Background: an optimization exercise with open tools, aiming at small area, a short achievable clock period and few clock cycles per item. Do not read the settings as production practice.
RTL that was checked went through simulation tests only; none was proved equivalent to the original.
Power is estimated from default activity; no workload was simulated.

## rename_unit
module rename_unit (
    input  wire logic                                      clock,
    input  wire logic                                      reset,
    input  wire logic                                      squash,
    input  wire logic                                      request_valid,
    output logic                                           request_ready,
    input  wire logic [2*15-1:0]      request,
    output logic                                           result_valid,
    input  wire logic                                      result_ready,
    output logic [2*18-1:0]           result,
    input  wire logic [2*12-1:0]      retire
);
Settings: LEC_CHECK=0, CAP_MARGIN=35, CORE_MARGIN=2, CORE_UTILIZATION=40, CTS_CLUSTER_DIAMETER=60, CTS_CLUSTER_SIZE=30, PLACE_DENSITY=0.5, SETUP_SLACK_MARGIN=4.3, SLEW_MARGIN=35; clock period 7.0 ns.
run.sh (not shown) runs the stock make flow with config.mk's settings and CLKGATE_MAP_FILE= SYNTH_SCRIPT=/design/flow/synth_recipe.tcl, a recipe that flattens the netlist after the stock synthesis.
The first run ran to the end with no violations.
Testbench counts at the start, summed over its fixed seeds: cycles 28,688, bundles 20,000.
Rerun with:
--- a/flow/design.v
+++ b/flow/design.v
@@ -25,16 +25,17 @@
     logic [3:0]  he_q;                    
     logic [4:0]  ch_q;                    
     logic [5:0]  count_q;                 
     logic        ge1_q, ge2_q;            
     logic        sq_q;                    
     logic          pwe_q, pwo_q;
     logic [3:0]    pre_q, pro_q;
     logic [PW-1:0] pde_q, pdo_q;
+    logic          hite_q, hito_q;        
     logic          hv_q, sv_q;
     logic [RQ-1:0] hd_q, sd_q;
     logic [1:0]    hl_q;
     logic          fwd_a_q, fwd_b_q;      
     logic          ov_q;
     logic [RS-1:0] od_q;
     logic          rv0, rv1;
     logic [AW-1:0] rarn0, rarn1;
@@ -66,18 +67,18 @@
     always_comb begin
         {a1, b1, d1, a0, b0, d0} = hd_q;
         live0    = hl_q[0];
         live1    = hl_q[1];
         enough   = ge2_q || (ge1_q && !(live0 && live1)) || !(live0 || live1);
         out_room = !ov_q || result_ready;
         adv      = hv_q && enough && out_room && !sq_q;
         popped   = adv ? 2'({1'b0, live0} + {1'b0, live1}) : 2'd0;
-        erow   = (pwe_q && pre_q == he_q)        ? pde_q : even_q[he_q];
-        orow   = (pwo_q && pro_q == head_q[4:1]) ? pdo_q : odd_q[head_q[4:1]];
+        erow   = hite_q ? pde_q : even_q[he_q];
+        orow   = hito_q ? pdo_q : odd_q[head_q[4:1]];
         odd0   = head_q[0];
         odd1   = head_q[0] ^ live0;
         alloc0 = odd0 ? orow : erow;
         alloc1 = odd1 ? orow : erow;
         renamed[35:30] = fwd_a_q ? alloc0 : spec_q[a1];
         renamed[29:24] = fwd_b_q ? alloc0 : spec_q[b1];
         renamed[23:18] = live1 ? alloc1 : '0;
         renamed[17:12] = spec_q[a0];
@@ -87,39 +88,41 @@
     logic          accept_in, hload;
     logic [RQ-1:0] hnext;
     assign request_ready = !sv_q;
     assign accept_in     = request_valid && !sv_q;
     assign result_valid  = ov_q;
     assign result        = od_q;
     assign hload         = adv || !hv_q;
     assign hnext         = sv_q ? sd_q : request;
-    logic [5:0] base;
     logic [5:0] count_next;
     logic       ge1_next, ge2_next;
+    logic [5:0] cand [5];
+    logic [4:0] cge1, cge2;
+    logic [5:0] byp_c [3];
+    logic [2:0] byp_1, byp_2;
     logic [4:0] head_next, h1, h2;
     logic [3:0] he_next;
     always_comb begin
-        base = count_q + 6'(nret);
+        for (int k = 0; k < 5; k++) begin
+            cand[k] = 6'(count_q + 6'(k) - 6'd2);
+            cge1[k] = (k >= 3) || count_q >= 6'(3 - k);      
+            cge2[k] = (k >= 4) || count_q >= 6'(4 - k);      
+        end
+        for (int p = 0; p < 3; p++) begin
+            case (nret)
+                2'd0:    begin byp_c[p] = cand[2-p]; byp_1[p] = cge1[2-p]; byp_2[p] = cge2[2-p]; end
+                2'd1:    begin byp_c[p] = cand[3-p]; byp_1[p] = cge1[3-p]; byp_2[p] = cge2[3-p]; end
+                default: begin byp_c[p] = cand[4-p]; byp_1[p] = cge1[4-p]; byp_2[p] = cge2[4-p]; end
+            endcase
+        end
         case (popped)
-            2'd0: begin
-                count_next = base;
-                ge1_next   = base >= 6'd1;
-                ge2_next   = base >= 6'd2;
-            end
-            2'd1: begin
-                count_next = base - 6'd1;
-                ge1_next   = base >= 6'd2;
-                ge2_next   = base >= 6'd3;
-            end
-            default: begin
-                count_next = base - 6'd2;
-                ge1_next   = base >= 6'd3;
-                ge2_next   = base >= 6'd4;
-            end
+            2'd0:    begin count_next = byp_c[0]; ge1_next = byp_1[0]; ge2_next = byp_2[0]; end
+            2'd1:    begin count_next = byp_c[1]; ge1_next = byp_1[1]; ge2_next = byp_2[1]; end
+            default: begin count_next = byp_c[2]; ge1_next = byp_1[2]; ge2_next = byp_2[2]; end
         endcase
         h1 = head_q + 5'd1;
         h2 = head_q + 5'd2;
         if (sq_q) begin
             head_next = ch_q;
             he_next   = 4'(ch_q[4:1] + {3'd0, ch_q[0]});
         end else begin
             case (popped)
@@ -134,23 +137,27 @@
             head_q  <= '0;
             he_q    <= '0;
             ch_q    <= '0;
             count_q <= 6'd32;
             ge1_q   <= 1'b1;
             ge2_q   <= 1'b1;
             pwe_q   <= 1'b0;
             pwo_q   <= 1'b0;
+            hite_q  <= 1'b0;
+            hito_q  <= 1'b0;
             sq_q    <= 1'b1;
             hv_q    <= 1'b0;
             sv_q    <= 1'b0;
             ov_q    <= 1'b0;
         end else begin
             pwe_q  <= we_e;
             pwo_q  <= we_o;
+            hite_q <= we_e && row_e == he_next;
+            hito_q <= we_o && row_o == head_next[4:1];
             sq_q   <= squash;
             ch_q   <= ch_q + 5'(nret);
             head_q <= head_next;
             he_q   <= he_next;
             if (sq_q) begin
                 count_q <= 6'd32;
                 ge1_q   <= 1'b1;
                 ge2_q   <= 1'b1;
Result: Area after synthesis drops slightly. First-iteration DRC count falls by about a fifth. Cell count drops slightly. Final area fell slightly. Core utilization hardly moves. Critical path depth is unchanged. Total power decreases by a few percent. Worst hold slack is better by 0.014 ns. Clock-buffer cell count falls by 5. Wire length drops slightly. Non-clock buffer count shrinks by 19. Clock power falls by a little under a tenth.
Testbench counts after the change, summed over its fixed seeds: cycles 28,688, bundles 20,000.

========
The RTL this note starts from:
==> flow/design.v <==
`default_nettype none
module rename_unit (
    input  wire logic                                      clock,
    input  wire logic                                      reset,
    input  wire logic                                      squash,
    input  wire logic                                      request_valid,
    output logic                                           request_ready,
    input  wire logic [2*15-1:0]      request,
    output logic                                           result_valid,
    input  wire logic                                      result_ready,
    output logic [2*18-1:0]           result,
    input  wire logic [2*12-1:0]      retire
);
    localparam int NA = 32;
    localparam int PW = 6;
    localparam int AW = 5;
    localparam int RQ = 2*15;
    localparam int RS = 2*18;
    logic [NA-1:1][PW-1:0]   spec_st;     
    logic [NA-1:1][PW-1:0]   commit_st;   
    logic [NA-1:0][PW-1:0]   spec_q, commit_q;
    logic [NA/2-1:0][PW-1:0] even_q;      
    logic [NA/2-1:0][PW-1:0] odd_q;       
    logic [4:0]  head_q;                  
    logic [3:0]  he_q;                    
    logic [4:0]  ch_q;                    
    logic [5:0]  count_q;                 
    logic        ge1_q, ge2_q;            
    logic        sq_q;                    
    logic          pwe_q, pwo_q;
    logic [3:0]    pre_q, pro_q;
    logic [PW-1:0] pde_q, pdo_q;
    logic          hite_q, hito_q;        
    logic          hv_q, sv_q;
    logic [RQ-1:0] hd_q, sd_q;
    logic [1:0]    hl_q;
    logic          fwd_a_q, fwd_b_q;      
    logic          ov_q;
    logic [RS-1:0] od_q;
    logic          rv0, rv1;
    logic [AW-1:0] rarn0, rarn1;
    logic [PW-1:0] rprn0, rprn1;
    logic [PW-1:0] old0, old1;            
    logic [PW-1:0] push_e, push_o;        
    logic          we_e, we_o;
    logic [3:0]    row_e, row_o;
    logic [1:0]    nret;
    always_comb begin
        {rv1, rarn1, rprn1, rv0, rarn0, rprn0} = retire;
        old0  = commit_q[rarn0];
        old1  = (rv0 && rarn1 == rarn0) ? rprn0 : commit_q[rarn1];
        nret  = 2'({1'b0, rv0} + {1'b0, rv1});
        push_e = (rv0 && !ch_q[0]) ? old0 : old1;
        push_o = (rv0 &&  ch_q[0]) ? old0 : old1;
        row_o  = ch_q[4:1];
        row_e  = 4'(ch_q[4:1] + {3'd0, ch_q[0]});
        we_e   = ch_q[0] ? (rv0 && rv1) : (rv0 || rv1);
        we_o   = ch_q[0] ? (rv0 || rv1) : (rv0 && rv1);
    end
    logic [AW-1:0] a0, b0, d0, a1, b1, d1;
    logic          live0, live1;
    logic          enough, out_room, adv;
    logic [PW-1:0] erow, orow, alloc0, alloc1;
    logic          odd0, odd1;
    logic [RS-1:0] renamed;
    logic [1:0]    popped;
    always_comb begin
        {a1, b1, d1, a0, b0, d0} = hd_q;
        live0    = hl_q[0];
        live1    = hl_q[1];
        enough   = ge2_q || (ge1_q && !(live0 && live1)) || !(live0 || live1);
        out_room = !ov_q || result_ready;
        adv      = hv_q && enough && out_room && !sq_q;
        popped   = adv ? 2'({1'b0, live0} + {1'b0, live1}) : 2'd0;
        erow   = hite_q ? pde_q : even_q[he_q];
        orow   = hito_q ? pdo_q : odd_q[head_q[4:1]];
        odd0   = head_q[0];
        odd1   = head_q[0] ^ live0;
        alloc0 = odd0 ? orow : erow;
        alloc1 = odd1 ? orow : erow;
        renamed[35:30] = fwd_a_q ? alloc0 : spec_q[a1];
        renamed[29:24] = fwd_b_q ? alloc0 : spec_q[b1];
        renamed[23:18] = live1 ? alloc1 : '0;
        renamed[17:12] = spec_q[a0];
        renamed[11:6]  = spec_q[b0];
        renamed[5:0]   = live0 ? alloc0 : '0;
    end
    logic          accept_in, hload;
    logic [RQ-1:0] hnext;
    assign request_ready = !sv_q;
    assign accept_in     = request_valid && !sv_q;
    assign result_valid  = ov_q;
    assign result        = od_q;
    assign hload         = adv || !hv_q;
    assign hnext         = sv_q ? sd_q : request;
    logic [5:0] count_next;
    logic       ge1_next, ge2_next;
    logic [5:0] cand [5];
    logic [4:0] cge1, cge2;
    logic [5:0] byp_c [3];
    logic [2:0] byp_1, byp_2;
    logic [4:0] head_next, h1, h2;
    logic [3:0] he_next;
    always_comb begin
        for (int k = 0; k < 5; k++) begin
            cand[k] = 6'(count_q + 6'(k) - 6'd2);
            cge1[k] = (k >= 3) || count_q >= 6'(3 - k);      
            cge2[k] = (k >= 4) || count_q >= 6'(4 - k);      
        end
        for (int p = 0; p < 3; p++) begin
            case (nret)
                2'd0:    begin byp_c[p] = cand[2-p]; byp_1[p] = cge1[2-p]; byp_2[p] = cge2[2-p]; end
                2'd1:    begin byp_c[p] = cand[3-p]; byp_1[p] = cge1[3-p]; byp_2[p] = cge2[3-p]; end
                default: begin byp_c[p] = cand[4-p]; byp_1[p] = cge1[4-p]; byp_2[p] = cge2[4-p]; end
            endcase
        end
        case (popped)
            2'd0:    begin count_next = byp_c[0]; ge1_next = byp_1[0]; ge2_next = byp_2[0]; end
            2'd1:    begin count_next = byp_c[1]; ge1_next = byp_1[1]; ge2_next = byp_2[1]; end
            default: begin count_next = byp_c[2]; ge1_next = byp_1[2]; ge2_next = byp_2[2]; end
        endcase
        h1 = head_q + 5'd1;
        h2 = head_q + 5'd2;
        if (sq_q) begin
            head_next = ch_q;
            he_next   = 4'(ch_q[4:1] + {3'd0, ch_q[0]});
        end else begin
            case (popped)
                2'd0:    begin head_next = head_q; he_next = he_q; end
                2'd1:    begin head_next = h1;     he_next = 4'(h1[4:1] + {3'd0, h1[0]}); end
                default: begin head_next = h2;     he_next = 4'(h2[4:1] + {3'd0, h2[0]}); end
            endcase
        end
    end
    always_ff @(posedge clock) begin
        if (reset) begin
            head_q  <= '0;
            he_q    <= '0;
            ch_q    <= '0;
            count_q <= 6'd32;
            ge1_q   <= 1'b1;
            ge2_q   <= 1'b1;
            pwe_q   <= 1'b0;
            pwo_q   <= 1'b0;
            hite_q  <= 1'b0;
            hito_q  <= 1'b0;
            sq_q    <= 1'b1;
            hv_q    <= 1'b0;
            sv_q    <= 1'b0;
            ov_q    <= 1'b0;
        end else begin
            pwe_q  <= we_e;
            pwo_q  <= we_o;
            hite_q <= we_e && row_e == he_next;
            hito_q <= we_o && row_o == head_next[4:1];
            sq_q   <= squash;
            ch_q   <= ch_q + 5'(nret);
            head_q <= head_next;
            he_q   <= he_next;
            if (sq_q) begin
                count_q <= 6'd32;
                ge1_q   <= 1'b1;
                ge2_q   <= 1'b1;
            end else begin
                count_q <= count_next;
                ge1_q   <= ge1_next;
                ge2_q   <= ge2_next;
            end
            if (squash) begin
                hv_q <= 1'b0;
                sv_q <= 1'b0;
                ov_q <= 1'b0;
            end else begin
                if (hload) begin
                    hv_q <= sv_q || accept_in;
                    sv_q <= 1'b0;
                end else if (accept_in) begin
                    sv_q <= 1'b1;
                end
                if (out_room) ov_q <= adv;
            end
        end
    end
    always_ff @(posedge clock) begin
        pre_q <= row_e;
        pro_q <= row_o;
        pde_q <= push_e;
        pdo_q <= push_o;
        if (hload) begin
            hd_q    <= hnext;
            hl_q[0] <= hnext[4:0] != '0;
            hl_q[1] <= hnext[19:15] != '0;
            fwd_a_q <= hnext[4:0] != '0 && hnext[29:25] == hnext[4:0];
            fwd_b_q <= hnext[4:0] != '0 && hnext[24:20] == hnext[4:0];
        end
        if (!sv_q) sd_q <= request;
        if (out_room) od_q <= renamed;
    end
    always_ff @(posedge clock) begin
        for (int i = 1; i < NA; i++) begin
            if (sq_q)
                spec_st[i] <= commit_st[i];
            else if (adv && ((live1 && d1 == AW'(i)) || (live0 && d0 == AW'(i)))) begin
                if ((live1 && d1 == AW'(i)) ? odd1 : odd0)
                    spec_st[i] <= orow;
                else
                    spec_st[i] <= erow;
            end
        end
    end
    always_ff @(posedge clock) begin
        if (reset) begin
            for (int i = 1; i < NA; i++) begin
                commit_st[i] <= PW'(i);
            end
            for (int i = 0; i < NA/2; i++) begin
                even_q[i] <= PW'(NA + 2*i);
                odd_q[i]  <= PW'(NA + 2*i + 1);
            end
        end else begin
            for (int i = 1; i < NA; i++) begin
                if (rv1 && rarn1 == AW'(i))
                    commit_st[i] <= rprn1;
                else if (rv0 && rarn0 == AW'(i))
                    commit_st[i] <= rprn0;
            end
            for (int i = 0; i < NA/2; i++) begin
                if (pwe_q && pre_q == 4'(i)) even_q[i] <= pde_q;
                if (pwo_q && pro_q == 4'(i)) odd_q[i]  <= pdo_q;
            end
        end
    end
    assign spec_q   = {spec_st, PW'(0)};
    assign commit_q = {commit_st, PW'(0)};
endmodule
`default_nettype wire
make LEC_CHECK=0 CAP_MARGIN=35 CORE_MARGIN=2 CORE_UTILIZATION=40 CTS_CLUSTER_DIAMETER=80 CTS_CLUSTER_SIZE=30 PLACE_DENSITY=0.5 SETUP_SLACK_MARGIN=4.3 SLEW_MARGIN=35 finish   # period 7.0 ns
Testbench counts at the start, summed over its fixed seeds: cycles 28,688, bundles 20,000.
Rerun with:
--- a/flow/design.v
+++ b/flow/design.v
@@ -33,4 +33,5 @@
     logic          hite_q, hito_q;        
     logic          hv_q, sv_q;
+    logic          rdy_q;                 
     logic [RQ-1:0] hd_q, sd_q;
     logic [1:0]    hl_q;
@@ -88,5 +89,5 @@
     logic          accept_in, hload;
     logic [RQ-1:0] hnext;
-    assign request_ready = !sv_q;
+    assign request_ready = rdy_q;
     assign accept_in     = request_valid && !sv_q;
     assign result_valid  = ov_q;
@@ -148,4 +149,5 @@
             hv_q    <= 1'b0;
             sv_q    <= 1'b0;
+            rdy_q   <= 1'b1;
             ov_q    <= 1'b0;
         end else begin
@@ -168,13 +170,16 @@
             end
             if (squash) begin
-                hv_q <= 1'b0;
-                sv_q <= 1'b0;
-                ov_q <= 1'b0;
+                hv_q  <= 1'b0;
+                sv_q  <= 1'b0;
+                rdy_q <= 1'b1;
+                ov_q  <= 1'b0;
             end else begin
                 if (hload) begin
-                    hv_q <= sv_q || accept_in;
-                    sv_q <= 1'b0;
+                    hv_q  <= sv_q || accept_in;
+                    sv_q  <= 1'b0;
+                    rdy_q <= 1'b1;
                 end else if (accept_in) begin
-                    sv_q <= 1'b1;
+                    sv_q  <= 1'b1;
+                    rdy_q <= 1'b0;
                 end
                 if (out_room) ov_q <= adv;
@@ -201,6 +206,6 @@
             if (sq_q)
                 spec_st[i] <= commit_st[i];
-            else if (adv && ((live1 && d1 == AW'(i)) || (live0 && d0 == AW'(i)))) begin
-                if ((live1 && d1 == AW'(i)) ? odd1 : odd0)
+            else if (adv && (d1 == AW'(i) || d0 == AW'(i))) begin
+                if (d1 == AW'(i) ? odd1 : odd0)
                     spec_st[i] <= orow;
                 else
Effect: The new run ran to the end with no violations. Cell area rises by 2.5%. Fmax falls by 8.0%. Count of clock-buffer cells in the layout falls by 1. Die area falls by 0.72%. Wire length rises by 2.0%. Power rises by 2.0%.
For the second run of this note, only the layout was checked, not whether the RTL still works.

[re-timing with driven ports]
No port has a modelled driver above. Below, the same layouts with a new extraction and two added sets of constraints. Step 1 (the two cells are an assumption about what drives the block):
set clk [get_ports {clock}]
set_driving_cell -lib_cell sky130_fd_sc_hd__clkbuf_16 $clk
set_driving_cell -lib_cell sky130_fd_sc_hd__buf_2 [delete_from_list [all_inputs] $clk]
Step 2 moves the port delays by t, midway between the first and last clock arrival at a register: inputs arrive t later, outputs are due t later. That takes back most of the time a late clock gives input paths. Slacks: ideal / step 1 / step 2; pairs: ideal / step 1.
run	t, ns	setup WS [ns]	slew at the worst register clock pin (ns)	cell pins on the clock port's net
the first run of note 1	0.754	4.143 / 4.116 / 3.362	0.08 / 0.08	1
the second run of note 1	0.720	4.275 / 4.233 / 3.512	0.09 / 0.09	1
the first run of note 2	0.751	4.296 / 4.225 / 3.496	0.12 / 0.12	1
the second run of note 2	0.719	4.061 / 4.061 / 3.476	0.12 / 0.12	1
After both steps every run listed still meets setup and hold. For the first run of note 2, which loses most, drivers alone change the setup slack by -0.071 ns; drivers and shift together by -0.800 ns.
